Source: an optimization exercise on an open RTL-to-GDS flow (aim: a short achievable clock period and few clock cycles). Production flows keep margins and buffers that such runs may drop.
The RTL was checked by simulation tests, not by an equivalence proof against the original design.
No activity file was given, so power comes from the tool's default toggle rates.

Design dcache_ctrl, start of the top module:
module dcache_ctrl #(
  parameter int INDEX_BITS = 4
) (
  input  logic        clk,
  input  logic        rst,
  input  logic [31:0] address,
  input  logic [31:0] writeData,
  input  logic        memRead,
  input  logic        memWrite,
  output logic [31:0] readData,
  output logic        hit,
  output logic        memReq,
  output logic        memWe,
  output logic [31:0] memAddr,
  output logic [31:0] memWriteData,
  input  logic        memReady,
  input  logic [31:0] memReadData
);
clock: 6.0 ns
lec_check: 0
abc_clock_period_in_ps: 500
cap_margin: 20
core_margin: 2
core_utilization: 50
setup_slack_margin: 3.4
slew_margin: 20
run.sh (not shown) runs the stock make flow with config.mk's settings and CLKGATE_MAP_FILE= SYNTH_SCRIPT=/design/flow/synth_recipe.tcl, a recipe that flattens the netlist after the stock synthesis.
The baseline completed with no timing, DRC or antenna violations.
Testbench counts at the start, summed over its fixed seeds: cycles 42,733.
==> next run, changes <==
Settings changed: ABC_CLOCK_PERIOD_IN_PS 500 to 300, CORE_UTILIZATION 50 to 45, SETUP_SLACK_MARGIN 3.4 to 3.5, TNS_END_PERCENT set to 30.
=> Synthesized cell count is unchanged. Non-clock buffer count went up by 98. Via count went up by 0.56%. Final area rises by 1.3%. Synthesized area is unchanged. Sequential share of layout area goes down by 0.83 points. Routed wire length goes down by 2.3%.

== rev 12 ==
dcache_ctrl, a different RTL version from the one above (not shown whole).
Size in the first run: ~2,900 flip-flops, about 200 I/O pins, roughly 0.11 mm2 of cells after synthesis.
// dcache_ctrl
module dcache_ctrl #(
  parameter int INDEX_BITS = 4
) (
  input  logic        clk,
  input  logic        rst,
  input  logic [31:0] address,
  input  logic [31:0] writeData,
  input  logic        memRead,
  input  logic        memWrite,
  output logic [31:0] readData,
  output logic        hit,
  output logic        memReq,
  output logic        memWe,
  output logic [31:0] memAddr,
  output logic [31:0] memWriteData,
  input  logic        memReady,
  input  logic [31:0] memReadData
);
Settings: LEC_CHECK=0, ABC_CLOCK_PERIOD_IN_PS=500, CAP_MARGIN=20, CORE_MARGIN=2, CORE_UTILIZATION=60, SETUP_SLACK_MARGIN=3.5, SLEW_MARGIN=20; clock period 6.0 ns.
Rev 12 went all the way through synthesis, placement and routing and the layout is clean on timing, DRC and antenna.
Testbench counts of rev 12, summed over its fixed seeds: cycles 42,733.
Changes in rev 13 relative to rev 12:
Settings: changing CORE_UTILIZATION from 60 to 55.
Rev 13 completed; timing, DRC and antenna clean
Rev 13 vs. rev 12: height of the die went up, utilization went down.
From rev 12 to rev 13 the numbers moved as follows: number of setup violations in the final report did not really move, period utilization picked up an extra 1.5 points.

Another version of the RTL of dcache_ctrl (not shown whole).
Size in the first run: roughly 6100 cells after synthesis, ~2800 flip-flops, ~200 I/O pins.
clock: 6.0 ns
lec_check: 0
abc_clock_period_in_ps: 1000
cap_margin: 20
core_margin: 2
core_utilization: 40
setup_slack_margin: 3.3
slew_margin: 20
The baseline produced a clean layout.
Testbench counts at the start, summed over its fixed seeds: cycles 44,488.
Next try:
TNS_END_PERCENT = 10   (was unset)
The new run completed with no timing, DRC or antenna violations.
Worst hold slack hardly moves.
Register-to-register slack loses 0.22 ns.
Combinational power fell by a few percent.
Die area is unchanged.
Via count barely changes.
Maximum frequency fell by a few percent.
Setup slack loses 0.071 ns.
Next try:
ABC_CLOCK_PERIOD_IN_PS = 500   (was 1000)
CORE_UTILIZATION = 50   (was 40)
SETUP_SLACK_MARGIN = 3.4   (was 3.3)
TNS_END_PERCENT = unset   (was 10)
Effect: The new run completed without violations. Synthesized cell count does not change. Core utilization increases by 13 points. Design area increases by 1.3%. Routed wire length increases by about 0.8%. Final cell count decreases by about 6%. Sequential share of layout area decreases by 0.80 points. Flip-flop and latch count stays the same. Clock-buffer cell count increases by 1.

dcache_ctrl, a different RTL version from the one above (not shown whole).
Size: ~2800 flip-flops, roughly 200 I/O pins, about 100000 sq um of cells after synthesis.
export LEC_CHECK = 0
export ABC_CLOCK_PERIOD_IN_PS = 500
export CAP_MARGIN = 20
export CORE_MARGIN = 2
export CORE_UTILIZATION = 50
export SETUP_SLACK_MARGIN = 3.4
export SLEW_MARGIN = 20
create_clock -name core_clock -period 6.0 [get_ports {clk}]
Testbench counts at the start, summed over its fixed seeds: cycles 44,488.
Rerun with:
- CORE_UTILIZATION: 50 -> 55
- SETUP_SLACK_MARGIN: 3.4 -> 3.5
=>
- cell area climbs by a few percent
- combinational power climbs by a few percent
- wire length climbs by a few percent
- non-clock buffer count climbs by 136
- area after synthesis does not change
- sequential power stays flat
- worst setup slack improves by 0.063 ns
- clock skew climbs by 0.018 ns
- hold slack improves by 0.0085 ns

[static timing again, ports no longer ideal]
In the flow no input, the clock included, has a driving cell. The finished layouts below were timed again as built, in two steps. Step 1: set_driving_cell puts a clkbuf_16 on clk and a buf_2 on each other input, an assumption about the parent block. Step 2 adds t to the input delays and takes it off the output delays; t is the mean of the earliest and latest rising clock arrival at the registers after step 1. Input paths then give back, and output paths get back, about the clock's delay inside the block. a / b / c = ideal ports / drivers / drivers and shift; a / b = the first two.
| run | shift t [ns] | slack for setup (ns) | latest minus earliest clock arrival (ns) |
|---|---|---|---|
| the first run of note 1 | 1.014 | 2.632 / 2.616 / 1.602 | 0.084 / 0.083 |
| the second run of note 1 | 0.992 | 2.824 / 2.627 / 1.634 | 0.095 / 0.095 |
| rev 12 | 1.046 | 2.906 / 2.872 / 1.899 | 0.054 / 0.055 |
| rev 13 | 1.020 | 2.818 / 2.788 / 2.098 | 0.062 / 0.062 |
| the first run of note 3 | 1.014 | 2.866 / 2.722 / 1.709 | 0.121 / 0.121 |
| the second run of note 3 | 1.002 | 2.795 / 2.671 / 1.669 | 0.109 / 0.109 |
| the third run of note 3 | 1.024 | 2.935 / 2.729 / 1.705 | 0.073 / 0.074 |
| the first run of note 4 | 1.042 | 2.929 / 2.863 / 2.207 | 0.061 / 0.061 |
| the second run of note 4 | 1.044 | 2.991 / 2.899 / 2.114 | 0.078 / 0.078 |
After both steps every run listed still meets setup and hold. For the third run of note 3, which loses most, drivers alone change the setup slack by -0.206 ns; drivers and shift together by -1.230 ns.
